This design comes from an exercise in tuning for a short achievable clock period and few clock cycles on the open sky130 flow, not from production work.
RTL that was checked went through simulation tests only; none was proved equivalent to the original.
For run 6, only the layout was checked, not whether the RTL still works.
No activity file was given, so power comes from the tool's default toggle rates.

### run.sh
#!/bin/bash
# synth_recipe.tcl (not shown) runs the flow's synth.tcl, then flattens the netlist and writes it again
# the make line also repeats each setting of config.mk as NAME=value (left out here)
make -C /OpenROAD-flow-scripts/flow DESIGN_CONFIG=/design/flow/config.mk WORK_HOME=/design/flow/orfs CLKGATE_MAP_FILE= SYNTH_SCRIPT=/design/flow/synth_recipe.tcl finish
### config.mk
export PLATFORM = sky130hd
export DESIGN_NAME = decode_stage_pipe
export DESIGN_NICKNAME = decode_stage_pipe
export VERILOG_FILES = /design/flow/design.v
export SDC_FILE = /design/flow/constraint.sdc
export NUM_CORES = 4
export LEC_CHECK = 0
export CAP_MARGIN = 20
export CORE_MARGIN = 2
export CORE_UTILIZATION = 40
export PLACE_DENSITY = 0.6
export SLEW_MARGIN = 20
### constraint.sdc
create_clock -name core_clock -period 5.0 [get_ports {clk}]
set_input_delay 1.0000 -clock core_clock [delete_from_list [all_inputs] [get_ports {clk}]]
set_output_delay 1.0000 -clock core_clock [all_outputs]
set_load 0.01 [all_outputs]
### design.v
package decode_pkg;
  localparam int CW_W            = 12;
  localparam int CW_ALU_BSEL     = 0;
  localparam int CW_IMM_SEL      = 1;
  localparam int CW_ALU_MODSEL   = 2;
  localparam int CW_JMP          = 3;
  localparam int CW_BRH          = 4;
  localparam int CW_PC_SEL_LO    = 5;
  localparam int CW_PC_SEL_HI    = 6;
  localparam int CW_MEM_WE       = 7;
  localparam int CW_MEM_REQ      = 8;
  localparam int CW_REG_WE       = 9;
  localparam int CW_REG_INSEL_LO = 10;
  localparam int CW_REG_INSEL_HI = 11;
  typedef logic [CW_W-1:0] ctrl_word_t;
  localparam logic [1:0] INSEL_ALU       = 2'd0;
  localparam logic [1:0] INSEL_UPPER_IMM = 2'd1;
  localparam logic [1:0] INSEL_MEM       = 2'd2;
  localparam logic [1:0] INSEL_PC4       = 2'd3;
  localparam logic [2:0] OP_ALU_RR = 3'd0;
  localparam logic [2:0] OP_ALU_RI = 3'd1;
  localparam logic [2:0] OP_LUI    = 3'd2;
  localparam logic [2:0] OP_LOAD   = 3'd3;
  localparam logic [2:0] OP_STORE  = 3'd4;
  localparam logic [2:0] OP_BRANCH = 3'd5;
  localparam logic [2:0] OP_JAL    = 3'd6;
  localparam logic [2:0] OP_JALR   = 3'd7;
  function automatic ctrl_word_t decode_opcode(input logic [2:0] op);
    ctrl_word_t cw;
    cw = '0;
    case (op)
      OP_ALU_RR: begin
        cw[CW_REG_WE] = 1'b1;
        cw[CW_REG_INSEL_HI:CW_REG_INSEL_LO] = INSEL_ALU;
      end
      OP_ALU_RI: begin
        cw[CW_ALU_BSEL] = 1'b1;
        cw[CW_IMM_SEL]  = 1'b1;
        cw[CW_REG_WE]   = 1'b1;
        cw[CW_REG_INSEL_HI:CW_REG_INSEL_LO] = INSEL_ALU;
      end
      OP_LUI: begin
        cw[CW_IMM_SEL] = 1'b1;
        cw[CW_REG_WE]  = 1'b1;
        cw[CW_REG_INSEL_HI:CW_REG_INSEL_LO] = INSEL_UPPER_IMM;
      end
      OP_LOAD: begin
        cw[CW_ALU_BSEL] = 1'b1;
        cw[CW_IMM_SEL]  = 1'b1;
        cw[CW_MEM_REQ]  = 1'b1;
        cw[CW_REG_WE]   = 1'b1;
        cw[CW_REG_INSEL_HI:CW_REG_INSEL_LO] = INSEL_MEM;
      end
      OP_STORE: begin
        cw[CW_ALU_BSEL] = 1'b1;
        cw[CW_IMM_SEL]  = 1'b1;
        cw[CW_MEM_WE]   = 1'b1;
        cw[CW_MEM_REQ]  = 1'b1;
      end
      OP_BRANCH: begin
        cw[CW_ALU_MODSEL] = 1'b1;
        cw[CW_BRH]        = 1'b1;
        cw[CW_PC_SEL_HI:CW_PC_SEL_LO] = 2'd1;
      end
      OP_JAL: begin
        cw[CW_JMP]    = 1'b1;
        cw[CW_PC_SEL_HI:CW_PC_SEL_LO] = 2'd2;
        cw[CW_REG_WE] = 1'b1;
        cw[CW_REG_INSEL_HI:CW_REG_INSEL_LO] = INSEL_PC4;
      end
      OP_JALR: begin
        cw[CW_ALU_BSEL] = 1'b1;
        cw[CW_IMM_SEL]  = 1'b1;
        cw[CW_JMP]      = 1'b1;
        cw[CW_PC_SEL_HI:CW_PC_SEL_LO] = 2'd3;
        cw[CW_REG_WE]   = 1'b1;
        cw[CW_REG_INSEL_HI:CW_REG_INSEL_LO] = INSEL_PC4;
      end
      default: cw = '0;
    endcase
    decode_opcode = cw;
  endfunction
  function automatic logic is_load(input ctrl_word_t cw);
    is_load = cw[CW_REG_WE] &&
           (cw[CW_REG_INSEL_HI:CW_REG_INSEL_LO] == INSEL_MEM);
  endfunction
  function automatic logic addr_live(input logic [4:0] a, input int nregs);
    addr_live = (a != 5'd0) && ({27'd0, a} < nregs);
  endfunction
endpackage
module reg_scoreboard
#(
  parameter int NREGS = 32
) (
  input  logic       clk,
  input  logic       rst,
  input  logic       clk_en,
  input  logic       set_en,
  input  logic [4:0] set_addr,
  input  logic       clr_en,
  input  logic [4:0] clr_addr,
  input  logic [4:0] rs1_addr,
  input  logic [4:0] rs2_addr,
  output logic       rs1_busy,
  output logic       rs2_busy
);
  logic [31:0] busy;
  logic [31:0] busy_nxt;
  always_comb begin
    busy_nxt = busy;
    if (clr_en) begin
      busy_nxt[clr_addr] = 1'b0;
    end
    if (set_en && decode_pkg::addr_live(set_addr, NREGS)) begin
      busy_nxt[set_addr] = 1'b1;
    end
  end
  always_ff @(posedge clk or posedge rst) begin
    if (rst) begin
      busy <= '0;
    end else if (clk_en) begin
      busy <= busy_nxt;
    end
  end
  assign rs1_busy = busy[rs1_addr];
  assign rs2_busy = busy[rs2_addr];
endmodule
module decode_stage_pipe
#(
  parameter int XLEN  = 32,
  parameter int IP_W  = 30,
  parameter int NREGS = 32
) (
  input  logic                clk,
  input  logic                rst,
  input  logic                clk_en,
  input  logic                in_valid,
  output logic                in_ready,
  input  logic [31:0]         inst_in,
  input  logic [IP_W-1:0]     ip_in,
  input  logic                invalid,
  input  logic                flush,
  input  logic                reg_we,
  input  logic [4:0]          rd_addr,
  input  logic [XLEN-1:0]     reg_din,
  output logic                out_valid,
  input  logic                out_ready,
  output logic [11:0]         control_word,
  output logic [31:0]         inst_out,
  output logic [IP_W-1:0]     ip_out,
  output logic [XLEN-1:0]     rs1_out,
  output logic [XLEN-1:0]     rs2_out
);
  logic [2:0] op;
  logic [4:0] rs1;
  logic [4:0] rs2;
  logic [4:0] held_rd;
  assign op      = inst_in[28:26];
  assign rs1     = inst_in[25:21];
  assign rs2     = inst_in[11:7];
  logic            out_valid_q;
  decode_pkg::ctrl_word_t      cw_q;
  logic [31:0]     inst_q;
  logic [IP_W-1:0] ip_q;
  logic [XLEN-1:0] rs1_q;
  logic [XLEN-1:0] rs2_q;
  assign held_rd = inst_q[20:16];
  decode_pkg::ctrl_word_t dec_cw;
  assign dec_cw = invalid ? '0 : decode_pkg::decode_opcode(op);
  logic [XLEN-1:0] regs [32];
  logic            wb_live;
  assign wb_live = reg_we && decode_pkg::addr_live(rd_addr, NREGS);
  always_ff @(posedge clk or posedge rst) begin
    if (rst) begin
      for (int i = 0; i < 32; i++) begin
        regs[i] <= '0;
      end
    end else if (clk_en && wb_live) begin
      regs[rd_addr] <= reg_din;
    end
  end
  logic wb_hit_rs1;
  logic wb_hit_rs2;
  assign wb_hit_rs1 = wb_live && (rd_addr == rs1);
  assign wb_hit_rs2 = wb_live && (rd_addr == rs2);
  logic [XLEN-1:0] rs1_val;
  logic [XLEN-1:0] rs2_val;
  always_comb begin
    rs1_val = decode_pkg::addr_live(rs1, NREGS) ? regs[rs1] : '0;
    rs2_val = decode_pkg::addr_live(rs2, NREGS) ? regs[rs2] : '0;
  end
  logic busy_rs1;
  logic busy_rs2;
  logic held_load;
  logic held_hit;
  logic wb_stall;
  logic hazard;
  assign held_load = out_valid_q && decode_pkg::is_load(cw_q);
  assign held_hit  = held_load && decode_pkg::addr_live(held_rd, NREGS) &&
                     ((held_rd == rs1) || (held_rd == rs2));
  assign wb_stall = wb_hit_rs1 || wb_hit_rs2;
  assign hazard = in_valid && !invalid &&
                  (busy_rs1 || busy_rs2 || held_hit || wb_stall);
  logic xfer_in;
  logic xfer_out;
  assign in_ready = (!out_valid_q || out_ready) && !hazard && !flush;
  assign xfer_in      = in_valid && in_ready && clk_en;
  assign xfer_out     = out_valid_q && out_ready && !flush && clk_en;
  always_ff @(posedge clk or posedge rst) begin
    if (rst) begin
      out_valid_q <= 1'b0;
      cw_q        <= '0;
      inst_q      <= '0;
      ip_q        <= '0;
      rs1_q       <= '0;
      rs2_q       <= '0;
    end else if (clk_en) begin
      if (flush) begin
        out_valid_q <= 1'b0;
      end else if (xfer_in) begin
        out_valid_q <= 1'b1;
        cw_q        <= dec_cw;
        inst_q      <= inst_in;
        ip_q        <= ip_in;
        rs1_q       <= rs1_val;
        rs2_q       <= rs2_val;
      end else if (xfer_out) begin
        out_valid_q <= 1'b0;
      end
    end
  end
  assign out_valid    = out_valid_q;
  assign control_word = cw_q;
  assign inst_out     = inst_q;
  assign ip_out       = ip_q;
  assign rs1_out      = rs1_q;
  assign rs2_out      = rs2_q;
  reg_scoreboard #(
    .NREGS (NREGS)
  ) u_scoreboard (
    .clk      (clk),
    .rst      (rst),
    .clk_en   (clk_en),
    .set_en   (xfer_out && held_load),
    .set_addr (held_rd),
    .clr_en   (reg_we),
    .clr_addr (rd_addr),
    .rs1_addr (rs1),
    .rs2_addr (rs2),
    .rs1_busy (busy_rs1),
    .rs2_busy (busy_rs2)
  );
endmodule
==> impl_metrics.py, run 1 <==
metrics = {
    "finish": {
        "final_common_cell": "dfrtp_1",
        "syn2layout_area_growth_pct": 18.5,
        "finish.instance_area_um2": 71800,
        "mostFrequentLayoutCells": "dfrtp_1, mux2_2, and3_1, a22oi_1, buf_4",
        "multi_input_area_um2": 29900,
        "regArea_um2": 29100,
        "nFillCells": 13600,
        "nNetsFinal": 5767,
        "drive_gt1_frac": 0.295,
    },
    "synthesis": {
        "synth.distinct_cells": 54,
        "ys_seq_elements": 1161,
        "synthCells": 5510,
        "syn-num-nets": 5632,
        "async_flop_share": 1.00,
        "syn_area_um2": 60600,
        "synth_seq_area_share": 0.479,
        "syn_area_per_cell_um2": 11.0,
        "synth_flop_cell": "dfrtp_1",
        "synth_edf_count": 0,
        "yosysWarnings": 3,
    },
    "drt": {
        "avgRoutedWirePerCell_um": 39.6,
        "drcViolationCount": 0,
        "drt-total-wl_um": 309000,
        "ant_nets": 0,
        "firstDrtPassIters": 7,
        "avgViaCountPerCell": 7.32,
        "drtIter0Drc": 10400,
        "num_vias": 57100,
    },
    "placement": {
        "dp_hpwl_um": 181000,
        "place.gp.congestion": 0.980,
        "postPlaceCellArea_um2": 67100,
        "port_buffers": 246,
    },
    "clock_network": {
        "cts_setup_buffers": 0,
        "cts_tree": "yes",
        "clk_latency_ns": 0.83,
        "cts_buffers": 135,
        "cts.path.max_buffers": 3,
        "cts_max_level": 4,
        "cts_sinks": 1161,
        "clk_pin_slew_ns": 0.06,
        "root_buffer": "clkbuf_16",
    },
    "die": {
        "die_h_um": 393,
        "rows": 142,
        "fp.dieArea_um2": 155000,
        "start_util": 0.404,
        "die_width_um": 393,
        "coreArea_um2": 150000,
        "ioPinCount": 247,
    },
    "power_and_ir_drop": {
        "p_leak_uw": 0.0341,
        "ir_drop_mv": 0.429,
        "power_density_nw_per_um2": 379,
    },
    "job": {
        "maxCapViolCount": 0,
    },
    "timing": {
        "grt_setup_unrepaired": "no",
        "period_share": 0.962,
        "relSlewSlack": 0.0985,
        "fin_worst_skew_ns": 0.0373,
        "setup_viol_count_final": 0,
        "final_hold_viol_count": 0,
        "tns_ns": 0,
        "final.min_clock_period_ns": 4.81,
        "fmax_mhz": 208,
        "worst_pin_slew_ns": 1.35,
        "maxSlewViolCount": 0,
    },
    "global_routing": {
        "first_global_vias": 53400,
        "busiest_layer": "met2",
        "grt_max_degree": 154,
        "grt_pass1_wl_um": 425000,
        "overflow": 0,
        "grt_use_met3": 0.164,
        "grtUsageMet2": 0.536,
        "antenna_found_initial": 48,
        "grt_use_total": 0.390,
        "grt_util_met1": 0.502,
    },
    "setup_path": {
        "worstSetupPathType": "input port to primary output",
        "path_buf_inv": 2,
        "cp-end-kind": "primary output",
        "cp_cell_sequence": "clkdlybuf4s50_1 -> mux4_2 -> mux2i_1 -> o22ai_1 -> nor4_4 -> a31oi_1 -> a211oi_1 -> clkdlybuf4s50_1",
        "startpoint_type": "input port",
        "required_ns": 4.00,
        "crit_family": "buffers and inverters",
        "critPathMaxStageDelay_ns": 0.72,
        "arrival_ns": 3.81,
        "path_max_fanout": 6,
        "critPathSlowestCell": "clkdlybuf4s50_1",
        "crit_top_cell": "clkdlybuf4s50_1",
    },
    "min_path": {
        "min-delay-path-class": "flip-flop to flip-flop",
    },
    "status": {
        "status": "finished clean",
    },
}
-- registers in the layout (all words and copies together) (netlist names) --
name and count:
cw_q 10, inst_q 32, ip_q 30, out_valid_q 1, regs 992, rs1_q 32, rs2_q 32, u_scoreboard.busy 32
-- final timing paths --
path	endpoint	startpoint	cells past startpoint	slack [ns]
max in group asynchronous	regs[30][8]$_DFFE_PP0P_	rst	5	2.97
worst max-delay path	in_ready	inst_in[10]	8	0.19
worst min-delay path	regs[18][27]$_DFFE_PP0P_	regs[18][27]$_DFFE_PP0P_	1	0.52
worst min register to register	regs[18][27]$_DFFE_PP0P_	regs[18][27]$_DFFE_PP0P_	1	0.52
worst max register to register	inst_q[4]$_DFFE_PP0P_	inst_q[17]$_DFFE_PP0P_	11	1.62
min in group asynchronous	regs[12][22]$_DFFE_PP0P_	rst	2	0.66
-- synth_stat cells, drive strengths merged, types with 77 or more instances --
cell type / n / area [µm²]
and3: 679 / 4250
nand3: 193 / 966
nor2: 148 / 556
a2111oi: 194 / 1700
a221oi: 102 / 893
mux2: 994 / 11200
dfrtp: 1161 / 29100
clkbuf: 460 / 1730
nor2b: 77 / 482
nand4: 110 / 688
buf: 123 / 528
a22oi: 513 / 3850
o21ai: 132 / 661
nand2: 214 / 803
-- power by group --
part | switching (µW) | internal, µW | leakage [µW]
sequential | 1310 | 10800 | 0.0152
clock | 4380 | 6160 | 0.00227
combinational | 2360 | 2180 | 0.0166
-- cell type report --
| class | count | share of cell area |
|---|---|---|
| Multi-Input combinational cell | 3750 | 0.416 |
| Sequential cell | 1161 | 0.405 |
| Timing Repair Buffer | 581 | 0.0779 |
| Clock buffer | 196 | 0.0544 |
| Tap cell | 2016 | 0.0351 |
| Clock inverter | 52 | 0.0103 |
| Antenna cell | 31 | 0.00108 |
| Inverter | 16 | 0.000888 |
-- timing repair --
action / CTS / global route
resized for setup: 2 / 3
gates cloned: 0 / 0
hold buffers: 0 / 0
setup endpoints to repair: 1 / 1
-- routing by layer --
metal | vias to the layer above | routed length (µm)
met5 | - | 188
met4 | 28 | 24600
met3 | 1575 | 47800
met2 | 5453 | 122000
met1 | 28600 | 114000
li1 | 21500 | -
-- stage by stage --
stage          worst slack, ns  power, µW   util  std cells  hold WS, ns
2_1_floorplan           -12.03      14300      -       5510        0.482
3_3_place_gp             0.135      16500  0.447       7524        0.496
3_5_place_dp             0.159      16600  0.447       7524        0.502
4_1_cts                 0.0990      27000  0.478       7772        0.516
5_1_grt                0.00675      28000  0.478       7775        0.527
6_report                 0.188      27200  0.478       7803        0.519
-- logic make-up (layout without fill, tap and decap cells) --
group                      after synthesis  in the layout  synth area share
AOI/OAI and AO/OA                     1051           1051             0.132
xor gates and xnor gates                27             27           0.00390
adders and majority gates               15             15           0.00310
buffers and inverters                  599            845            0.0382
DFF                                   1161           1161             0.479
muxes                                 1023           1023             0.191
other                                    0             31                 0
and+or+nand+nor                       1634           1634             0.152
Testbench counts, summed over its fixed seeds: cycles 11,540.
==> inputs of run 2 (changes only) <==
--- a/design.v
+++ b/design.v
@@ -91,18 +91,12 @@
 module reg_scoreboard
-#(
-  parameter int NREGS = 32
-) (
-  input  logic       clk,
-  input  logic       rst,
-  input  logic       clk_en,
-  input  logic       set_en,
-  input  logic [4:0] set_addr,
-  input  logic       clr_en,
-  input  logic [4:0] clr_addr,
-  input  logic [4:0] rs1_addr,
-  input  logic [4:0] rs2_addr,
-  output logic       rs1_busy,
-  output logic       rs2_busy
+(
+  input  logic        clk,
+  input  logic        rst,
+  input  logic        clk_en,
+  input  logic        set_en,
+  input  logic [31:0] set_mask,
+  input  logic        clr_en,
+  input  logic [4:0]  clr_addr,
+  output logic [31:0] busy
 );
-  logic [31:0] busy;
   logic [31:0] busy_nxt;
@@ -113,5 +107,6 @@
     end
-    if (set_en && decode_pkg::addr_live(set_addr, NREGS)) begin
-      busy_nxt[set_addr] = 1'b1;
-    end
+    if (set_en) begin
+      busy_nxt = busy_nxt | set_mask;
+    end
+    busy_nxt[0] = 1'b0;
   end
@@ -124,4 +119,2 @@
   end
-  assign rs1_busy = busy[rs1_addr];
-  assign rs2_busy = busy[rs2_addr];
 endmodule
@@ -156,8 +149,9 @@
   logic [4:0] rs2;
-  logic [4:0] held_rd;
-  assign op      = inst_in[28:26];
-  assign rs1     = inst_in[25:21];
-  assign rs2     = inst_in[11:7];
+  logic [4:0] rd;
+  assign op  = inst_in[28:26];
+  assign rs1 = inst_in[25:21];
+  assign rs2 = inst_in[11:7];
+  assign rd  = inst_in[20:16];
   logic            out_valid_q;
-  decode_pkg::ctrl_word_t      cw_q;
+  decode_pkg::ctrl_word_t cw_q;
   logic [31:0]     inst_q;
@@ -166,6 +160,5 @@
   logic [XLEN-1:0] rs2_q;
-  assign held_rd = inst_q[20:16];
   decode_pkg::ctrl_word_t dec_cw;
   assign dec_cw = invalid ? '0 : decode_pkg::decode_opcode(op);
-  logic [XLEN-1:0] regs [32];
+  logic [XLEN-1:0] regs [1:31];
   logic            wb_live;
@@ -174,3 +167,3 @@
     if (rst) begin
-      for (int i = 0; i < 32; i++) begin
+      for (int i = 1; i < 32; i++) begin
         regs[i] <= '0;
@@ -183,27 +176,46 @@
   logic wb_hit_rs2;
-  assign wb_hit_rs1 = wb_live && (rd_addr == rs1);
-  assign wb_hit_rs2 = wb_live && (rd_addr == rs2);
+  assign wb_hit_rs1 = reg_we && (rd_addr == rs1);
+  assign wb_hit_rs2 = reg_we && (rd_addr == rs2);
   logic [XLEN-1:0] rs1_val;
   logic [XLEN-1:0] rs2_val;
-  always_comb begin
-    rs1_val = decode_pkg::addr_live(rs1, NREGS) ? regs[rs1] : '0;
-    rs2_val = decode_pkg::addr_live(rs2, NREGS) ? regs[rs2] : '0;
-  end
-  logic busy_rs1;
-  logic busy_rs2;
-  logic held_load;
-  logic held_hit;
-  logic wb_stall;
-  logic hazard;
-  assign held_load = out_valid_q && decode_pkg::is_load(cw_q);
-  assign held_hit  = held_load && decode_pkg::addr_live(held_rd, NREGS) &&
-                     ((held_rd == rs1) || (held_rd == rs2));
-  assign wb_stall = wb_hit_rs1 || wb_hit_rs2;
-  assign hazard = in_valid && !invalid &&
-                  (busy_rs1 || busy_rs2 || held_hit || wb_stall);
+  logic [XLEN-1:0] rf_rd [32];
+  always_comb begin
+    rf_rd[0] = '0;
+    for (int i = 1; i < 32; i++) begin
+      rf_rd[i] = regs[i];
+    end
+  end
+  always_comb begin
+    rs1_val = rf_rd[rs1];
+    rs2_val = rf_rd[rs2];
+    if (wb_hit_rs1 && rs1 != 5'd0) begin
+      rs1_val = reg_din;
+    end
+    if (wb_hit_rs2 && rs2 != 5'd0) begin
+      rs2_val = reg_din;
+    end
+  end
+  logic [31:0] held_ld;
+  logic [31:0] busy;
+  logic [31:0] ld_mask;
+  logic        hz_rs1;
+  logic        hz_rs2;
+  logic        hazard;
+  always_comb begin
+    ld_mask = '0;
+    if (!invalid && op == decode_pkg::OP_LOAD) begin
+      ld_mask[rd] = 1'b1;
+    end
+    ld_mask[0] = 1'b0;
+  end
+  assign hz_rs1 = held_ld[rs1] || (busy[rs1] && !wb_hit_rs1);
+  assign hz_rs2 = held_ld[rs2] || (busy[rs2] && !wb_hit_rs2);
+  assign hazard = !invalid && (hz_rs1 || hz_rs2);
+  logic open_q;      
   logic xfer_in;
   logic xfer_out;
-  assign in_ready = (!out_valid_q || out_ready) && !hazard && !flush;
-  assign xfer_in      = in_valid && in_ready && clk_en;
-  assign xfer_out     = out_valid_q && out_ready && !flush && clk_en;
+  assign open_q   = !out_valid_q || out_ready;
+  assign in_ready = open_q && !hazard && !flush;
+  assign xfer_in  = in_valid && in_ready && clk_en;
+  assign xfer_out = out_valid_q && out_ready && !flush && clk_en;
   always_ff @(posedge clk or posedge rst) begin
@@ -211,7 +223,3 @@
       out_valid_q <= 1'b0;
-      cw_q        <= '0;
-      inst_q      <= '0;
-      ip_q        <= '0;
-      rs1_q       <= '0;
-      rs2_q       <= '0;
+      held_ld     <= '0;
     end else if (clk_en) begin
@@ -219,12 +227,19 @@
         out_valid_q <= 1'b0;
-      end else if (xfer_in) begin
+        held_ld     <= '0;
+      end else if (in_valid && in_ready) begin
         out_valid_q <= 1'b1;
-        cw_q        <= dec_cw;
-        inst_q      <= inst_in;
-        ip_q        <= ip_in;
-        rs1_q       <= rs1_val;
-        rs2_q       <= rs2_val;
-      end else if (xfer_out) begin
+        held_ld     <= ld_mask;
+      end else if (out_ready) begin
         out_valid_q <= 1'b0;
-      end
+        held_ld     <= '0;
+      end
+    end
+  end
+  always_ff @(posedge clk) begin
+    if (clk_en && open_q) begin
+      cw_q   <= dec_cw;
+      inst_q <= inst_in;
+      ip_q   <= ip_in;
+      rs1_q  <= rs1_val;
+      rs2_q  <= rs2_val;
     end
@@ -237,5 +252,3 @@
   assign rs2_out      = rs2_q;
-  reg_scoreboard #(
-    .NREGS (NREGS)
-  ) u_scoreboard (
+  reg_scoreboard u_scoreboard (
     .clk      (clk),
@@ -243,10 +256,7 @@
     .clk_en   (clk_en),
-    .set_en   (xfer_out && held_load),
-    .set_addr (held_rd),
+    .set_en   (xfer_out),
+    .set_mask (held_ld),
     .clr_en   (reg_we),
     .clr_addr (rd_addr),
-    .rs1_addr (rs1),
-    .rs2_addr (rs2),
-    .rs1_busy (busy_rs1),
-    .rs2_busy (busy_rs2)
+    .busy     (busy)
   );
--- a/config.mk
+++ b/config.mk
@@ -7,2 +7,3 @@
 export LEC_CHECK = 0
+export ABC_CLOCK_PERIOD_IN_PS = 2500
 export CAP_MARGIN = 20
@@ -11,2 +12,3 @@
 export PLACE_DENSITY = 0.6
+export SETUP_SLACK_MARGIN = 2.5
 export SLEW_MARGIN = 20
==> impl_metrics.py, run 2 <==
metrics = {
    "status": {
        "status": "finished clean",
    },
    "clock_network": {
        "cts_tree": "yes",
        "cts_max_level": 4,
        "cts.path.max_buffers": 3,
        "root_buffer": "clkbuf_16",
        "cts_sinks": 1191,
        "clk_pin_slew_ns": 0.06,
        "cts_buffers": 133,
        "clk_latency_ns": 0.83,
    },
    "global_routing": {
        "grt_max_degree": 137,
        "first_global_vias": 49300,
        "overflow": 0,
        "antenna_found_initial": 19,
        "grt_pass1_wl_um": 388000,
        "grt_use_total": 0.376,
    },
    "timing": {
        "maxSlewViolCount": 0,
        "final.min_clock_period_ns": 4.02,
        "relSlewSlack": 0.260,
        "setup_ws_ns": 0.985,
        "fin_worst_skew_ns": 0.0469,
        "grt_setup_unrepaired": "yes",
        "fmax_mhz": 249,
        "period_share": 0.803,
        "worst_pin_slew_ns": 1.11,
        "final_hold_viol_count": 0,
        "setup_viol_count_final": 0,
    },
    "finish": {
        "nNetsFinal": 5386,
        "final_cells": 7274,
        "drive_gt1_frac": 0.450,
        "finish.instance_area_um2": 76500,
        "post-route-util": 0.540,
        "mostFrequentLayoutCells": "dfrtp_1, mux2_2, a22oi_1, buf_4, nand2_1",
        "largest_register_ffs": 992,
        "final_common_cell": "dfrtp_1",
        "regMostFlops": "regs",
        "syn2layout_area_growth_pct": 33.8,
    },
    "synthesis": {
        "syn-num-nets": 4748,
        "synth_flop_cell": "dfrtp_1",
        "synth_top_area_cell": "dfrtp_1",
        "async_flop_share": 0.886,
        "synth_seq_area_share": 0.533,
        "synthCells": 4628,
        "synth.top_cells.by_count": "dfrtp_1, mux2_2, a22oi_1, nand2_1, clkbuf_1",
        "syn_area_per_cell_um2": 12.4,
        "yosysMostFrequentCell": "dfrtp_1",
        "ys_seq_elements": 1191,
        "synthTopCellsByArea": "dfrtp_1, mux2_2, a22oi_1",
        "yosysWarnings": 4,
        "synth.distinct_cells": 65,
        "syn_area_um2": 57200,
        "synth_edf_count": 136,
        "netlist.area_leader.share": 0.462,
    },
    "min_path": {
        "holdPathEnd": "inst_q[24]$_DFFE_PP_",
        "min-delay-path-class": "input port to flip-flop",
        "hold-path-cell-count": 1,
        "hold_path_startpoint": "inst_in[24]",
    },
    "setup_path": {
        "critPathMaxStageDelay_ns": 0.48,
        "startpoint_type": "flip-flop",
        "critPathSlowestCell": "mux4_2",
        "arrival_ns": 3.02,
        "required_ns": 4.00,
        "startpoint": "u_scoreboard.busy[12]$_DFFE_PP0P_",
        "cp_cell_sequence": "mux4_2 -> a2111o_1 -> a311oi_2 -> o22a_2 -> nor2_2 -> nor3b_2 -> buf_2",
        "worstReg2RegStart": "u_scoreboard.busy[12]$_DFFE_PP0P_",
        "worstSetupPathType": "flip-flop to primary output",
        "reg2reg_depth": 10,
        "cp-end-kind": "primary output",
        "timing.rr.end": "held_ld[25]$_DFFE_PP0P_",
        "path_max_fanout": 3,
        "ff2ff_setup_slack_ns": 2.17,
    },
    "die": {
        "die_h_um": 382,
        "coreArea_um2": 142000,
        "start_util": 0.403,
        "rows": 138,
        "die_width_um": 382,
        "fp.dieArea_um2": 146000,
        "ioPinCount": 247,
    },
    "power_and_ir_drop": {
        "switching_share": 0.277,
        "ir_drop_mv": 0.375,
        "p_leak_uw": 0.0347,
        "p_sw_uw": 7040,
        "power_density_nw_per_um2": 332,
        "pwr-share-comb": 0.124,
        "power_uw": 25400,
        "p_seq_frac": 0.478,
        "p_int_uw": 18300,
        "clockPowerShare": 0.398,
    },
    "placement": {
        "dp_hpwl_um": 151000,
        "place_ws_ns": 0.103,
        "port_buffers": 246,
        "postPlaceCellArea_um2": 63400,
        "place_inst": 6578,
        "place.gp.congestion": 0.950,
    },
    "drt": {
        "dr.max_layer_used": "met5",
        "num_vias": 52400,
        "drtIter0Drc": 10400,
        "met1_length_um": 100000,
        "ant_nets": 0,
        "wl_met2_um": 117000,
        "avgRoutedWirePerCell_um": 40.4,
        "firstDrtPassIters": 13,
        "avgViaCountPerCell": 7.20,
        "drcViolationCount": 0,
        "met3_length_um": 46700,
        "drt-total-wl_um": 294000,
    },
    "job": {
        "maxCapViolCount": 0,
    },
}
[run 2: per-layer routing]
metal,track usage,vias to the layer above
met3,0.164,1888
met2,0.523,5221
met4,0.283,26
met5,0.0106,-
met1,0.455,26100
li1,-,19200
[run 2: power by group through the flow]
stage / logic, µW / clock network, µW / registers (µW)
after floorplan: 1640 / 0 / 11900
after global placement: 2600 / 0 / 12100
after detailed placement: 2660 / 0 / 12100
after CTS: 2900 / 10100 / 12000
after global routing: 3290 / 10500 / 12200
final: 3150 / 10100 / 12100
[run 2: kinds of logic after synthesis]
group | count (synthesis) | synth area share
DFF | 1191 | 0.533
AOI/OAI and AO/OA | 1136 | 0.152
muxes | 1036 | 0.210
and+or+nand+nor | 774 | 0.0665
buffers and inverters | 462 | 0.0332
xor gates and xnor gates | 16 | 0.00245
adders and majority gates | 13 | 0.00284
[run 2: through the flow]
step,setup TNS [ns],hold WS (ns)
after floorplan,-,0.470
after global placement,-0.00617,0.511
after detailed placement,0,0.511
after CTS,0,0.406
after global routing,0,0.422
final,0,0.419
[run 2: layout make-up]
cell class	instances	area, µm²
fill	11600	65200
sequential	1191	30500
multi-input combinational	2982	27800
timing repair buffer	948	11400
clock buffer	191	3810
tap	1890	2360
clock inverter	46	544
inverter	10	43.8
antenna	16	40.0
[run 2: critical path, delay by kind of cell, from the launching register on]
kind                   cells  cell delay [ns]
flip-flops                 1             0.43
multiplexers               1             0.48
buffers and inverters      1             0.14
AND/OR/NAND/NOR            2             0.20
AO/OA/AOI/OAI              3             0.96
[run 2: how the worst max path moves through the flow]
stage | endpoint | cells past startpoint | slack, ns
3_3_place_gp | in_ready | 11 | -0.006
3_5_place_dp | in_ready | 11 | 0.10
2_1_floorplan | held_ld[10]$_DFFE_PP0P_ | 1 | -10.55
5_1_grt | in_ready | 11 | 0.87
4_1_cts | in_ready | 7 | 0.93
6_report | in_ready | 7 | 0.98
[run 2: timing repair]
item                                     CTS  global route
resized for setup                        705           407
hold buffers                               0             0
cloned                                    30            26
endpoints found under the setup margin  1256           774
pin swaps                                145           265
setup buffers                            241           146
Testbench counts of run 2, summed over its fixed seeds: cycles 10,083.
==> inputs of run 3 (changes only) <==
--- a/config.mk
+++ b/config.mk
@@ -12,3 +12,3 @@
 export PLACE_DENSITY = 0.6
-export SETUP_SLACK_MARGIN = 2.5
+export SETUP_SLACK_MARGIN = 1.8
 export SLEW_MARGIN = 20
==> impl_metrics.py, run 3 <==
metrics = {
    "status": {
        "status": "finished clean",
    },
    "synthesis": {
        "ys_seq_elements": 1191,
        "synth_flop_cell": "dfrtp_1",
        "synthCells": 4628,
        "synth.top_cells.by_count": "dfrtp_1, mux2_2, a22oi_1, nand2_1, clkbuf_1",
        "synth_seq_area_share": 0.533,
        "syn_area_um2": 57200,
        "syn_area_per_cell_um2": 12.4,
        "synthTopCellsByArea": "dfrtp_1, mux2_2, a22oi_1",
        "yosysMostFrequentCell": "dfrtp_1",
        "async_flop_share": 0.886,
        "synth.distinct_cells": 65,
        "yosysWarnings": 4,
        "synth_top_area_cell": "dfrtp_1",
        "netlist.area_leader.share": 0.462,
        "synth_edf_count": 136,
        "syn-num-nets": 4748,
    },
    "timing": {
        "setup_viol_count_final": 0,
        "fin_worst_skew_ns": 0.0468,
        "worst_pin_slew_ns": 1.16,
        "period_share": 0.807,
        "final_hold_viol_count": 0,
        "final.min_clock_period_ns": 4.04,
        "setup_ws_ns": 0.963,
        "relSlewSlack": 0.224,
        "fmax_mhz": 248,
        "grt_setup_unrepaired": "yes",
        "maxSlewViolCount": 0,
        "tns_ns": 0,
    },
    "drt": {
        "ant_nets": 0,
        "drtIter0Drc": 9780,
        "avgViaCountPerCell": 7.08,
        "num_vias": 48800,
        "drt-total-wl_um": 267000,
        "avgRoutedWirePerCell_um": 38.8,
        "firstDrtPassIters": 13,
        "drcViolationCount": 0,
    },
    "job": {
        "maxCapViolCount": 0,
    },
    "die": {
        "ioPinCount": 247,
        "fp.dieArea_um2": 146000,
        "die_width_um": 382,
        "start_util": 0.403,
        "coreArea_um2": 142000,
        "rows": 138,
        "die_h_um": 382,
    },
    "setup_path": {
        "path_buf_inv": 4,
        "worstSetupPathType": "input port to primary output",
        "critPathSlowestCell": "a311oi_4",
        "crit_family": "simple AND/OR/NAND/NOR gates",
        "cp-end-kind": "primary output",
        "ff2ff_setup_slack_ns": 2.18,
        "reg2reg_depth": 8,
        "crit_top_cell": "buf_2",
        "critPathMaxStageDelay_ns": 0.35,
        "arrival_ns": 3.04,
        "timing.rr.end": "held_ld[3]$_DFFE_PP0P_",
        "path_max_fanout": 11,
        "required_ns": 4.00,
        "startpoint_type": "input port",
        "worstReg2RegStart": "u_scoreboard.busy[12]$_DFFE_PP0P_",
        "cp_cell_sequence": "buf_2 -> buf_12 -> xor2_1 -> nor4_2 -> buf_4 -> nand3_4 -> a311oi_4 -> o22a_2 -> nor2_2 -> nor3b_2 -> buf_2",
    },
    "clock_network": {
        "cts_sinks": 1191,
        "cts_max_level": 4,
        "clk_pin_slew_ns": 0.06,
        "root_buffer": "clkbuf_16",
        "cts_tree": "yes",
        "cts.path.max_buffers": 3,
        "cts_buffers": 131,
        "clk_latency_ns": 0.81,
    },
    "global_routing": {
        "overflow": 0,
        "antenna_found_initial": 5,
        "first_global_vias": 47100,
        "grt_max_degree": 160,
        "grt_use_total": 0.356,
        "grt_pass1_wl_um": 368000,
    },
    "placement": {
        "place_ws_ns": 0.0647,
        "place_inst": 6568,
        "place.gp.congestion": 0.949,
        "port_buffers": 246,
        "dp_hpwl_um": 152000,
    },
    "finish": {
        "final_cells": 6890,
        "final_common_cell": "dfrtp_1",
        "regMostFlops": "regs",
        "syn2layout_area_growth_pct": 21.1,
        "mostFrequentLayoutCells": "dfrtp_1, mux2_2, a22oi_1, nand2_1, buf_4",
        "nFillCells": 12400,
        "nNetsFinal": 5008,
        "regArea_um2": 30500,
        "multi_input_area_um2": 25800,
        "post-route-util": 0.488,
        "largest_register_ffs": 992,
        "drive_gt1_frac": 0.353,
    },
    "power_and_ir_drop": {
        "p_seq_frac": 0.485,
        "ir_drop_mv": 0.394,
        "p_int_uw": 18100,
        "switching_share": 0.272,
        "clockPowerShare": 0.403,
        "p_leak_uw": 0.0312,
        "pwr-share-comb": 0.112,
        "p_sw_uw": 6760,
        "power_density_nw_per_um2": 359,
    },
    "min_path": {
        "hold_path_startpoint": "regs[4][25]$_DFFE_PP0P_",
        "holdPathEnd": "regs[4][25]$_DFFE_PP0P_",
        "hold-path-cell-count": 1,
        "min-delay-path-class": "flip-flop to flip-flop",
    },
}
## run 3: cell counts after synthesis
No cell type changed its count.
## run 3: layout make-up
| type | count | share of cell area |
|---|---|---|
| clock buffers | 180 | 0.0529 |
| repair buffers | 578 | 0.0884 |
| clock inverters | 60 | 0.0107 |
| diodes | 5 | 0.000181 |
| multi-input cells | 2976 | 0.373 |
| well taps | 1890 | 0.0342 |
| inverters | 10 | 0.000596 |
| flip-flops and latches | 1191 | 0.440 |
## run 3: routing by layer
layer	wire length, µm	vias up	global-route usage
li1	-	18400	-
met1	96700	24500	0.454
met2	110000	4394	0.503
met3	38000	1455	0.135
met4	22400	12	0.234
met5	120	-	0.00728
## run 3: worst max path at each step
| stage | start | to | depth (start not counted) |
|---|---|---|---|
| floorplan | rst | held_ld[10]$_DFFE_PP0P_ | 1 |
| global placement | inst_in[7] | in_ready | 9 |
| detailed placement | inst_in[7] | in_ready | 9 |
| CTS | u_scoreboard.busy[12]$_DFFE_PP0P_ | in_ready | 7 |
| global route | inst_in[10] | in_ready | 11 |
| finish | inst_in[10] | in_ready | 11 |
## run 3: kinds of logic after synthesis
kind of cell               after synthesis  synth area share
AOI/OAI and AO/OA                     1136             0.152
muxes                                 1036             0.210
and+or+nand+nor                        774            0.0665
xor gates and xnor gates                16           0.00245
buffers and inverters                  462            0.0332
adders and majority gates               13           0.00284
DFF                                   1191             0.533
## run 3: power groups by stage
stage | clock [µW] | combinational [µW] | sequential, µW
CTS | 10100 | 2730 | 12000
finish | 10000 | 2790 | 12100
global route | 10500 | 2940 | 12200
global placement | 0 | 2590 | 12100
floorplan | 0 | 1640 | 11900
detailed placement | 0 | 2650 | 12200
## run 3: through the flow
stage	power (µW)	hold WS, ns	cell area (µm²)
final	24900	0.536	69200
after global routing	25600	0.521	69200
after CTS	24800	0.485	69000
after detailed placement	14800	0.519	63400
after global placement	14700	0.508	63400
after floorplan	13500	0.470	57200
## run 3: repair_timing
action                     CTS  global route
hold buffers                 0             0
setup buffers               48            17
pin swaps                   20            16
gates cloned                10             2
setup endpoints to repair  886           741
resized for setup          130            53
==> inputs of run 4 (changes only) <==
--- a/config.mk
+++ b/config.mk
@@ -7,3 +7,2 @@
 export LEC_CHECK = 0
-export ABC_CLOCK_PERIOD_IN_PS = 2500
 export CAP_MARGIN = 20
@@ -12,3 +11,2 @@
 export PLACE_DENSITY = 0.6
-export SETUP_SLACK_MARGIN = 1.8
 export SLEW_MARGIN = 20
==> impl_metrics.py, run 4 <==
metrics = {
    "status": {
        "status": "finished clean",
    },
    "setup_path": {
        "cp-end-kind": "primary output",
        "reg2reg_depth": 6,
        "worst-path-stages": 10,
        "worstSetupPathType": "input port to primary output",
        "startpoint": "inst_in[23]",
        "path_max_fanout": 14,
        "startpoint_type": "input port",
        "crit_family": "buffers and inverters",
        "critPathSlowestCell": "clkdlybuf4s50_1",
        "crit_top_cell": "clkdlybuf4s50_1",
        "timing.rr.end": "held_ld[17]$_DFFE_PP0P_",
        "worstReg2RegStart": "u_scoreboard.busy[12]$_DFFE_PP0P_",
        "path_buf_inv": 3,
        "ff2ff_setup_slack_ns": 2.14,
        "critPathMaxStageDelay_ns": 0.57,
        "arrival_ns": 3.84,
        "cp_cell_sequence": "clkdlybuf4s50_1 -> buf_4 -> nand2b_1 -> o22ai_1 -> a311oi_1 -> a211oi_1 -> o22a_2 -> nor2_1 -> nor3b_1 -> clkdlybuf4s50_1",
        "required_ns": 4.00,
        "crit_path_end": "in_ready",
    },
    "die": {
        "rows": 138,
        "die_width_um": 382,
        "die_h_um": 382,
        "ioPinCount": 247,
        "start_util": 0.403,
        "coreArea_um2": 142000,
        "fp.dieArea_um2": 146000,
    },
    "power_and_ir_drop": {
        "p_sw_uw": 6710,
        "pwr-share-comb": 0.110,
        "power_uw": 24800,
        "clockPowerShare": 0.404,
        "switching_share": 0.271,
        "ir_drop_mv": 0.350,
        "p_seq_frac": 0.486,
        "p_int_uw": 18100,
        "power_density_nw_per_um2": 364,
        "p_leak_uw": 0.0308,
    },
    "drt": {
        "drt-total-wl_um": 265000,
        "num_vias": 48400,
        "ant_nets": 0,
        "drcViolationCount": 0,
        "avgRoutedWirePerCell_um": 38.7,
        "avgViaCountPerCell": 7.07,
        "firstDrtPassIters": 9,
        "drtIter0Drc": 9128,
    },
    "clock_network": {
        "clk_latency_ns": 0.80,
        "cts_sinks": 1191,
        "cts_max_level": 4,
        "root_buffer": "clkbuf_16",
        "cts_setup_buffers": 0,
        "cts_tree": "yes",
        "clk_pin_slew_ns": 0.06,
        "hold_buffers": 0,
        "cts.path.max_buffers": 3,
        "cts_buffers": 132,
        "cts_resized": 0,
    },
    "job": {
        "maxCapViolCount": 0,
    },
    "timing": {
        "maxSlewViolCount": 0,
        "period_share": 0.968,
        "final.min_clock_period_ns": 4.84,
        "fin_worst_skew_ns": 0.0354,
        "relSlewSlack": 0.152,
        "worst_pin_slew_ns": 1.27,
        "setup_viol_count_final": 0,
        "tns_ns": 0,
        "grt_setup_unrepaired": "no",
        "fmax_mhz": 207,
        "final_hold_viol_count": 0,
        "setup_ws_ns": 0.162,
    },
    "global_routing": {
        "grt_pass1_wl_um": 368000,
        "grt_use_total": 0.356,
        "first_global_vias": 47100,
        "overflow": 0,
        "antenna_found_initial": 9,
        "grt_max_degree": 138,
    },
    "placement": {
        "place_ws_ns": 0.0891,
        "port_buffers": 246,
        "place.gp.congestion": 0.960,
        "dp_hpwl_um": 154000,
    },
    "synthesis": {
        "syn-num-nets": 4748,
        "synth_top_area_cell": "dfrtp_1",
        "ys_seq_elements": 1191,
        "synthTopCellsByArea": "dfrtp_1, mux2_2, a22oi_1",
        "async_flop_share": 0.886,
        "yosysMostFrequentCell": "dfrtp_1",
        "synth_edf_count": 136,
        "syn_area_per_cell_um2": 12.4,
        "synth.top_cells.by_count": "dfrtp_1, mux2_2, a22oi_1, nand2_1, clkbuf_1",
        "synth_flop_cell": "dfrtp_1",
        "yosysWarnings": 4,
        "netlist.area_leader.share": 0.462,
        "synthCells": 4628,
        "synth_seq_area_share": 0.533,
        "syn_area_um2": 57200,
        "synth.distinct_cells": 65,
    },
    "finish": {
        "final_common_cell": "dfrtp_1",
        "syn2layout_area_growth_pct": 19.0,
        "post-route-util": 0.480,
        "nNetsFinal": 4960,
        "largest_register_ffs": 992,
        "regMostFlops": "regs",
        "drive_gt1_frac": 0.333,
        "mostFrequentLayoutCells": "dfrtp_1, mux2_2, a22oi_1, nand2_1, clkdlybuf4s50_1",
    },
    "min_path": {
        "min-delay-path-class": "flip-flop to flip-flop",
    },
}
[run 4: cell counts after synthesis]
Identical to the previous run, type by type.
[run 4: worst min-delay path by stage]
stage	from	end	depth (start not counted)
2_1_floorplan	held_ld[11]$_DFFE_PP0P_	u_scoreboard.busy[11]$_DFFE_PP0P_	2
3_3_place_gp	u_scoreboard.busy[18]$_DFFE_PP0P_	u_scoreboard.busy[18]$_DFFE_PP0P_	1
3_5_place_dp	u_scoreboard.busy[30]$_DFFE_PP0P_	u_scoreboard.busy[30]$_DFFE_PP0P_	1
4_1_cts	u_scoreboard.busy[30]$_DFFE_PP0P_	u_scoreboard.busy[30]$_DFFE_PP0P_	1
5_1_grt	regs[9][23]$_DFFE_PP0P_	regs[9][23]$_DFFE_PP0P_	1
6_report	regs[21][10]$_DFFE_PP0P_	regs[21][10]$_DFFE_PP0P_	1
[run 4: cell type report]
| type | instances | area, µm² |
|---|---|---|
| fillers | 12400 | 73700 |
| flip-flops and latches | 1191 | 30500 |
| multi-input cells | 2975 | 25300 |
| repair buffers | 530 | 5460 |
| clock buffers | 192 | 3820 |
| well taps | 1890 | 2360 |
| clock inverters | 47 | 566 |
| inverters | 10 | 41.3 |
| diodes | 6 | 15.0 |
[run 4: worst reg2reg max path: cells and delay by family, from the launching register on]
kind               cells  cell delay, ns
muxes                  1            0.49
AOI/OAI and AO/OA      4            1.26
DFF                    1            0.45
and+or+nand+nor        1            0.59
[run 4: per-layer routing]
metal / GRT usage / wire length (µm) / vias to the layer above
met2: 0.508 / 110000 / 4269
li1: - / - / 18300
met5: 0.00827 / 134 / -
met4: 0.207 / 19900 / 12
met1: 0.452 / 96000 / 24500
met3: 0.143 / 38700 / 1262
[run 4: logic make-up (layout without fill, tap and decap cells)]
family | count (synthesis) | after routing | synth area share
other | 0 | 6 | 0
adders and majority gates | 13 | 13 | 0.00284
and+or+nand+nor | 774 | 774 | 0.0665
buffers and inverters | 462 | 779 | 0.0332
DFF | 1191 | 1191 | 0.533
AOI/OAI and AO/OA | 1136 | 1136 | 0.152
muxes | 1036 | 1036 | 0.210
xor gates and xnor gates | 16 | 16 | 0.00245
[run 4: power by group through the flow]
stage	Combinational [µW]	Sequential, µW	Clock, µW
floorplan	1630	11900	0
global placement	2610	12100	0
detailed placement	2670	12100	0
CTS	2680	12000	10100
global route	2880	12100	10500
finish	2720	12000	10000
[run 4: per-stage QoR]
step / instances / area (µm²) / hold WS [ns]
after CTS: 6831 / 68000 / 0.521
after global routing: 6836 / 68000 / 0.543
final: 6841 / 68000 / 0.528
after global placement: 6589 / 63600 / 0.503
after floorplan: 4628 / 57200 / 0.470
after detailed placement: 6592 / 63700 / 0.505
==> inputs of run 5 (changes only) <==
--- a/config.mk
+++ b/config.mk
@@ -7,2 +7,3 @@
 export LEC_CHECK = 0
+export ABC_AREA = 1
 export CAP_MARGIN = 20
@@ -11,2 +12,3 @@
 export PLACE_DENSITY = 0.6
+export SETUP_SLACK_MARGIN = 2.5
 export SLEW_MARGIN = 20
==> impl_metrics.py, run 5 <==
metrics = {
    "status": {
        "status": "finished clean",
    },
    "timing": {
        "grt_setup_unrepaired": "yes",
        "final_hold_viol_count": 0,
        "fin_worst_skew_ns": 0.0406,
        "tns_ns": 0,
        "period_share": 0.693,
        "fmax_mhz": 289,
        "fin_hold_ws_ns": 0.434,
        "worst_pin_slew_ns": 1.20,
        "maxSlewViolCount": 0,
        "setup_viol_count_final": 0,
        "final.min_clock_period_ns": 3.47,
        "relSlewSlack": 0.200,
    },
    "synthesis": {
        "synthCells": 7154,
        "synthTopCellsByArea": "dfrtp_1, nand2_1, o21ai_0",
        "syn_area_per_cell_um2": 8.08,
        "synth_top_area_cell": "dfrtp_1",
        "synth_seq_area_share": 0.527,
        "syn-num-nets": 7274,
        "netlist.area_leader.share": 0.457,
        "async_flop_share": 0.886,
        "yosysMostFrequentCell": "nand2_1",
        "synthSimpleGateAreaFrac": 0.209,
        "synth_top_family_by_area": "simple AND/OR/NAND/NOR gates",
        "muxShareOfSynthArea": 0,
        "synth_edf_count": 136,
        "synth_fa_ha_area_frac": 0.00281,
        "synth-compound-area-share": 0.183,
        "synth.distinct_cells": 47,
        "yosysWarnings": 4,
        "synth_flop_cell": "dfrtp_1",
        "ys_seq_elements": 1191,
        "synth.top_cells.by_count": "nand2_1, o21ai_0, dfrtp_1, inv_1, clkbuf_1",
        "synth-xor-area-share": 0.000606,
        "syn_area_um2": 57800,
    },
    "die": {
        "rows": 139,
        "ioPinCount": 247,
        "die_h_um": 384,
        "die_width_um": 384,
        "coreArea_um2": 143000,
        "fp.dieArea_um2": 148000,
        "start_util": 0.403,
    },
    "placement": {
        "dp_hpwl_um": 187000,
        "place_inst": 9149,
        "place.gp.congestion": 1.05,
        "port_buffers": 246,
    },
    "power_and_ir_drop": {
        "power_density_nw_per_um2": 343,
        "p_leak_uw": 0.0331,
        "power_uw": 25900,
        "ir_drop_mv": 0.315,
        "pwr-share-comb": 0.131,
        "p_int_uw": 18300,
        "p_sw_uw": 7540,
        "p_seq_frac": 0.460,
        "clockPowerShare": 0.410,
        "switching_share": 0.291,
    },
    "global_routing": {
        "grt_max_degree": 110,
        "grt_use_total": 0.401,
        "first_global_vias": 55200,
        "grt_util_met1": 0.507,
        "antenna_found_initial": 28,
        "grt_use_met3": 0.158,
        "grtUsageMet2": 0.551,
        "grt_pass1_wl_um": 418000,
        "busiest_layer": "met2",
        "overflow": 0,
    },
    "drt": {
        "drt-total-wl_um": 327000,
        "drcViolationCount": 0,
        "num_vias": 63000,
        "ant_nets": 0,
        "avgViaCountPerCell": 6.49,
        "firstDrtPassIters": 12,
        "drtIter0Drc": 12700,
        "avgRoutedWirePerCell_um": 33.6,
    },
    "clock_network": {
        "cts_sinks": 1191,
        "cts.path.max_buffers": 3,
        "cts_max_level": 4,
        "cts_buffers": 140,
        "hold_buffers": 0,
        "cts_tree": "yes",
        "root_buffer": "clkbuf_16",
        "clk_pin_slew_ns": 0.06,
        "clk_latency_ns": 0.81,
    },
    "setup_path": {
        "arrival_ns": 2.47,
        "critPathMaxStageDelay_ns": 0.15,
        "path_max_fanout": 7,
        "path_buf_inv": 4,
        "required_ns": 4.00,
        "crit_family": "simple AND/OR/NAND/NOR gates",
        "critPathSlowestCell": "buf_4",
        "crit_top_cell": "nand2_1",
        "worstSetupPathType": "input port to primary output",
        "cp-end-kind": "primary output",
        "cp_cell_sequence": "buf_12 -> buf_4 -> buf_16 -> nand2_1 -> nand2_1 -> nand2_1 -> nand2_1 -> nand2_1 -> nand2_1 -> o21ai_1 -> nand2_1 -> nand2_2 -> nand2_4 -> a21boi_4 -> buf_6",
        "startpoint_type": "input port",
    },
    "finish": {
        "post-route-util": 0.526,
        "regMostFlops": "regs",
        "final_cells": 9720,
        "final_common_cell": "nand2_1",
        "syn2layout_area_growth_pct": 30.4,
        "drive_gt1_frac": 0.168,
        "largest_register_ffs": 992,
        "nNetsFinal": 7781,
        "mostFrequentLayoutCells": "nand2_1, o21ai_0, dfrtp_1, inv_1, buf_4",
    },
    "min_path": {
        "min-delay-path-class": "input port to flip-flop",
    },
    "job": {
        "maxCapViolCount": 0,
    },
}
==> run 5: power by group through the flow <==
stage / Clock (µW) / Combinational, µW / Sequential (µW)
after detailed placement: 0 / 2970 / 12000
after floorplan: 0 / 1690 / 11800
final: 10600 / 3380 / 11900
after CTS: 10500 / 3100 / 11800
after global placement: 0 / 2900 / 11900
after global routing: 10900 / 3650 / 12000
==> run 5: final timing paths <==
| check | from | endpoint | slack [ns] | cells past startpoint |
|---|---|---|---|---|
| setup / recovery | inst_in[21] | in_ready | 1.53 | 15 |
| hold / removal | inst_in[9] | inst_q[9]$_DFFE_PP_ | 0.43 | 1 |
| setup reg to reg | held_ld[7]$_DFFE_PP0P_ | held_ld[15]$_DFFE_PP0P_ | 2.78 | 19 |
| hold reg to reg | held_ld[19]$_DFFE_PP0P_ | held_ld[19]$_DFFE_PP0P_ | 0.47 | 2 |
| max in group asynchronous | rst | regs[18][29]$_DFFE_PP0P_ | 3.02 | 4 |
| min in group asynchronous | rst | regs[3][10]$_DFFE_PP0P_ | 0.78 | 2 |
==> run 5: cell families (layout without fill, tap and decap cells) <==
| logic type | count (synthesis) | count (layout) |
|---|---|---|
| fa+ha+maj | 13 | 13 |
| compound gates | 1853 | 1853 |
| other cells | 0 | 42 |
| xor+xnor | 4 | 4 |
| flops | 1191 | 1191 |
| buf+inv | 1122 | 1741 |
| simple gates | 2971 | 2973 |
==> run 5: repair_timing <==
action	4_1_cts	5_1_grt
pin swaps	85	120
resized for setup	828	420
cloned	20	53
endpoints found under the setup margin	1258	767
setup buffers	111	87
==> run 5: worst register-to-register path, delay by kind of cell (launching register included) <==
| family | cells | cell delay (ns) |
|---|---|---|
| buffers and inverters | 2 | 0.29 |
| and+or+nand+nor | 17 | 1.41 |
| DFF | 1 | 0.38 |
==> run 5: routing by layer <==
metal  wire length [µm]  vias to the layer above
met5                609                        -
met4              32200                       27
met3              57100                     1755
met2             126000                     6110
met1             111000                    30000
li1                   -                    25100
==> run 5: final cells by class <==
cell class	instances	area, µm²
fill	13400	68100
sequential	1191	30500
multi-input combinational	4843	25000
timing repair buffer	857	10200
clock buffer	208	4150
inverter	625	2640
tap	1903	2380
clock inverter	48	504
antenna	42	105
timing repair inverter	3	22.5
==> run 5: metrics by stage <==
stage          cell area [µm²]  setup WS [ns]
2_1_floorplan            57900         -10.55
3_3_place_gp             64000        -0.0913
3_5_place_dp             64000          0.321
4_1_cts                  71900           1.58
5_1_grt                  75300           1.48
6_report                 75400           1.53
==> inputs of run 6 (changes only) <==
--- a/design.v
+++ b/design.v
@@ -91,3 +91,5 @@
 module reg_scoreboard
-(
+#(
+  parameter int NE = 2
+) (
   input  logic        clk,
@@ -96,7 +98,10 @@
   input  logic        set_en,
-  input  logic [31:0] set_mask,
+  input  logic [4:0]  set_addr,
   input  logic        clr_en,
   input  logic [4:0]  clr_addr,
-  output logic [31:0] busy
+  output logic [NE-1:0] e_v,
+  output logic [NE-1:0][4:0] e_a,
+  output logic        ovf
 );
+  logic [31:0] busy;
   logic [31:0] busy_nxt;
@@ -108,5 +113,37 @@
     if (set_en) begin
-      busy_nxt = busy_nxt | set_mask;
+      busy_nxt[set_addr] = 1'b1;
     end
     busy_nxt[0] = 1'b0;
+  end
+  logic [NE-1:0] clr_k;
+  logic [NE-1:0] hit_k;
+  logic [NE-1:0] free_k;
+  logic [NE-1:0] take_k;
+  logic          hit;
+  logic [NE-1:0] e_v_nxt;
+  logic [NE-1:0][4:0] e_a_nxt;
+  logic          ovf_nxt;
+  always_comb begin
+    for (int k = 0; k < NE; k++) begin
+      clr_k[k]  = clr_en && (clr_addr == e_a[k]);
+      hit_k[k]  = e_v[k] && (set_addr == e_a[k]);
+      free_k[k] = !e_v[k] || clr_k[k];
+      e_v_nxt[k] = e_v[k] && !clr_k[k];
+      e_a_nxt[k] = e_a[k];
+    end
+    hit = |hit_k;
+    take_k = free_k & ~(free_k - NE'(1));
+    ovf_nxt = ovf && (busy_nxt != '0);
+    if (set_en) begin
+      if (hit) begin
+        e_v_nxt = e_v_nxt | hit_k;
+      end else if (|free_k) begin
+        e_v_nxt = e_v_nxt | take_k;
+        for (int k = 0; k < NE; k++) begin
+          if (take_k[k]) e_a_nxt[k] = set_addr;
+        end
+      end else begin
+        ovf_nxt = 1'b1;
+      end
+    end
   end
@@ -115,4 +152,10 @@
       busy <= '0;
+      e_v  <= '0;
+      e_a  <= '0;
+      ovf  <= 1'b0;
     end else if (clk_en) begin
       busy <= busy_nxt;
+      e_v  <= e_v_nxt;
+      e_a  <= e_a_nxt;
+      ovf  <= ovf_nxt;
     end
@@ -197,5 +240,10 @@
   end
-  logic [31:0] held_ld;
-  logic [31:0] busy;
-  logic [31:0] ld_mask;
+  logic        held_v;
+  logic [4:0]  held_rd;
+  localparam int NE = 3;
+  logic [NE-1:0] e_v;
+  logic [NE-1:0][4:0] e_a;
+  logic [NE-1:0] e_hit1, e_hit2;
+  logic        sb_ovf;
+  logic        ld_in;
   logic        hz_rs1;
@@ -203,12 +251,12 @@
   logic        hazard;
-  always_comb begin
-    ld_mask = '0;
-    if (!invalid && op == decode_pkg::OP_LOAD) begin
-      ld_mask[rd] = 1'b1;
-    end
-    ld_mask[0] = 1'b0;
-  end
-  assign hz_rs1 = held_ld[rs1] || (busy[rs1] && !wb_hit_rs1);
-  assign hz_rs2 = held_ld[rs2] || (busy[rs2] && !wb_hit_rs2);
-  assign hazard = !invalid && (hz_rs1 || hz_rs2);
+  assign ld_in = !invalid && (op == decode_pkg::OP_LOAD) && (rd != 5'd0);
+  always_comb begin
+    for (int k = 0; k < NE; k++) begin
+      e_hit1[k] = e_v[k] && (e_a[k] == rs1);
+      e_hit2[k] = e_v[k] && (e_a[k] == rs2);
+    end
+  end
+  assign hz_rs1 = (held_v && held_rd == rs1) || (|e_hit1 && !wb_hit_rs1);
+  assign hz_rs2 = (held_v && held_rd == rs2) || (|e_hit2 && !wb_hit_rs2);
+  assign hazard = !invalid && (sb_ovf || hz_rs1 || hz_rs2);
   logic open_q;      
@@ -223,3 +271,4 @@
       out_valid_q <= 1'b0;
-      held_ld     <= '0;
+      held_v      <= 1'b0;
+      held_rd     <= '0;
     end else if (clk_en) begin
@@ -227,9 +276,10 @@
         out_valid_q <= 1'b0;
-        held_ld     <= '0;
+        held_v      <= 1'b0;
       end else if (in_valid && in_ready) begin
         out_valid_q <= 1'b1;
-        held_ld     <= ld_mask;
+        held_v      <= ld_in;
+        held_rd     <= rd;
       end else if (out_ready) begin
         out_valid_q <= 1'b0;
-        held_ld     <= '0;
+        held_v      <= 1'b0;
       end
@@ -252,3 +302,5 @@
   assign rs2_out      = rs2_q;
-  reg_scoreboard u_scoreboard (
+  reg_scoreboard #(
+    .NE       (NE)
+  ) u_scoreboard (
     .clk      (clk),
@@ -256,7 +308,9 @@
     .clk_en   (clk_en),
-    .set_en   (xfer_out),
-    .set_mask (held_ld),
+    .set_en   (xfer_out && held_v),
+    .set_addr (held_rd),
     .clr_en   (reg_we),
     .clr_addr (rd_addr),
-    .busy     (busy)
+    .e_v      (e_v),
+    .e_a      (e_a),
+    .ovf      (sb_ovf)
   );
==> impl_metrics.py, run 6 <==
metrics = {
    "synthesis": {
        "syn_area_per_cell_um2": 8.04,
        "synthTopCellsByArea": "dfrtp_1, nand2_1, o21ai_0",
        "yosysWarnings": 4,
        "netlist.area_leader.share": 0.447,
        "yosysMostFrequentCell": "nand2_1",
        "synth_top_area_cell": "dfrtp_1",
        "synth.distinct_cells": 57,
        "syn_area_um2": 58700,
        "async_flop_share": 0.885,
        "synth_flop_cell": "dfrtp_1",
        "synth.top_cells.by_count": "nand2_1, o21ai_0, dfrtp_1, inv_1, o22ai_1",
        "synth_edf_count": 136,
        "ys_seq_elements": 1185,
        "synth_seq_area_share": 0.517,
        "syn-num-nets": 7423,
        "synthCells": 7303,
    },
    "clock_network": {
        "cts_buffers": 136,
        "cts.path.max_buffers": 3,
        "cts_max_level": 4,
        "cts_sinks": 1185,
        "root_buffer": "clkbuf_16",
    },
    "placement": {
        "port_buffers": 246,
        "place.gp.congestion": 1.01,
        "place_inst": 9258,
        "dp_hpwl_um": 179000,
    },
    "die": {
        "die_width_um": 387,
        "die_h_um": 387,
        "start_util": 0.403,
        "rows": 140,
        "ioPinCount": 247,
    },
    "status": {
        "stop_error": "[ERROR GRT-0232] Routing congestion too high. Check the congestion heatmap in the GUI.",
        "status": "aborted with a tool error",
        "haltStage": "global routing (5_1_grt)",
    },
    "global_routing": {
        "grt_use_total": 0.545,
        "grt_max_degree": 147,
        "overflow": 2,
    },
}
run 6: changes by cell type after synthesis, sizes merged, moves of 51 or more:
cell	delta
a221oi	-51
buf	+92
clkbuf	-102
nand2	+77
nand3	+67
nor2	+88
run 6: worst max-delay path by stage:
stage,to,slack [ns]
2_1_floorplan,held_rd[0]$_DFFE_PP0P_,-10.46
3_5_place_dp,in_ready,0.49
4_1_cts,in_ready,1.64
3_3_place_gp,in_ready,0.52
run 6: cells by family after synthesis:
logic type / count (synthesis) / synth area share
flip-flops: 1185 / 0.517
buffers and inverters: 1092 / 0.0764
AO/OA/AOI/OAI: 1793 / 0.172
adder cells (fa/ha/maj): 13 / 0.00277
AND/OR/NAND/NOR: 3200 / 0.229
XOR/XNOR: 20 / 0.00298
run 6: stage by stage:
stage | setup slack [ns] | power [µW] | hold slack (ns) | area, µm²
4_1_cts | 1.64 | 25400 | 0.450 | 70500
3_5_place_dp | 0.493 | 15200 | 0.470 | 64200
3_3_place_gp | 0.523 | 15100 | 0.465 | 64200
2_1_floorplan | -10.46 | 13800 | 0.442 | 58800
run 6: power by group through the flow:
stage	registers [µW]	clock network [µW]	logic, µW
CTS	11900	10200	3310
global placement	12000	0	3130
floorplan	11800	0	1980
detailed placement	12000	0	3210
run 6: what timing repair did:
item	4_1_cts
setup buffers	102
hold buffers	0
setup endpoints to repair	1235
gates cloned	7
pin swaps	38
gates resized for setup	619
run 6: routing by layer:
metal / global-route usage / GRT overflow
met1: 0.560 / 0
met5: 0.295 / 0
met3: 0.443 / 0
met2: 0.660 / 1
met4: 0.482 / 1

port drivers added, routing unchanged:
In the flow no input, the clock included, has a driving cell. The finished layouts below were timed again as built, in two steps. Step 1, drivers: a clkbuf_16 drives clk and a buf_2 each remaining input, both assumed. Step 2, shift: input delay + t, output delay - t, t = (earliest + latest rising clock arrival at the registers) / 2. This alone moves slack from input paths to output paths. Three values: no drivers, after step 1, after step 2; two values: the first two.
| run | t, ns | setup WS [ns] | worst setup path after step 2 | worst register clock-pin slew, ns |
|---|---|---|---|---|
| run 1 | 0.893 | 0.188 / 0.154 / -0.079 | input to register | 0.07 / 0.07 |
| run 2 | 0.890 | 0.985 / 0.899 / 0.950 | input to output | 0.07 / 0.07 |
| run 3 | 0.872 | 0.963 / 0.943 / 0.917 | input to register | 0.07 / 0.07 |
| run 4 | 0.873 | 0.162 / 0.110 / 0.097 | input to register | 0.07 / 0.07 |
| run 5 | 0.876 | 1.535 / 1.485 / 1.318 | input to register | 0.07 / 0.07 |
Met with ideal ports but missed after step 2: setup timing in run 1. The setup slack of run 1, which loses most, moves by -0.034 ns with the drivers and by -0.267 ns with both steps.
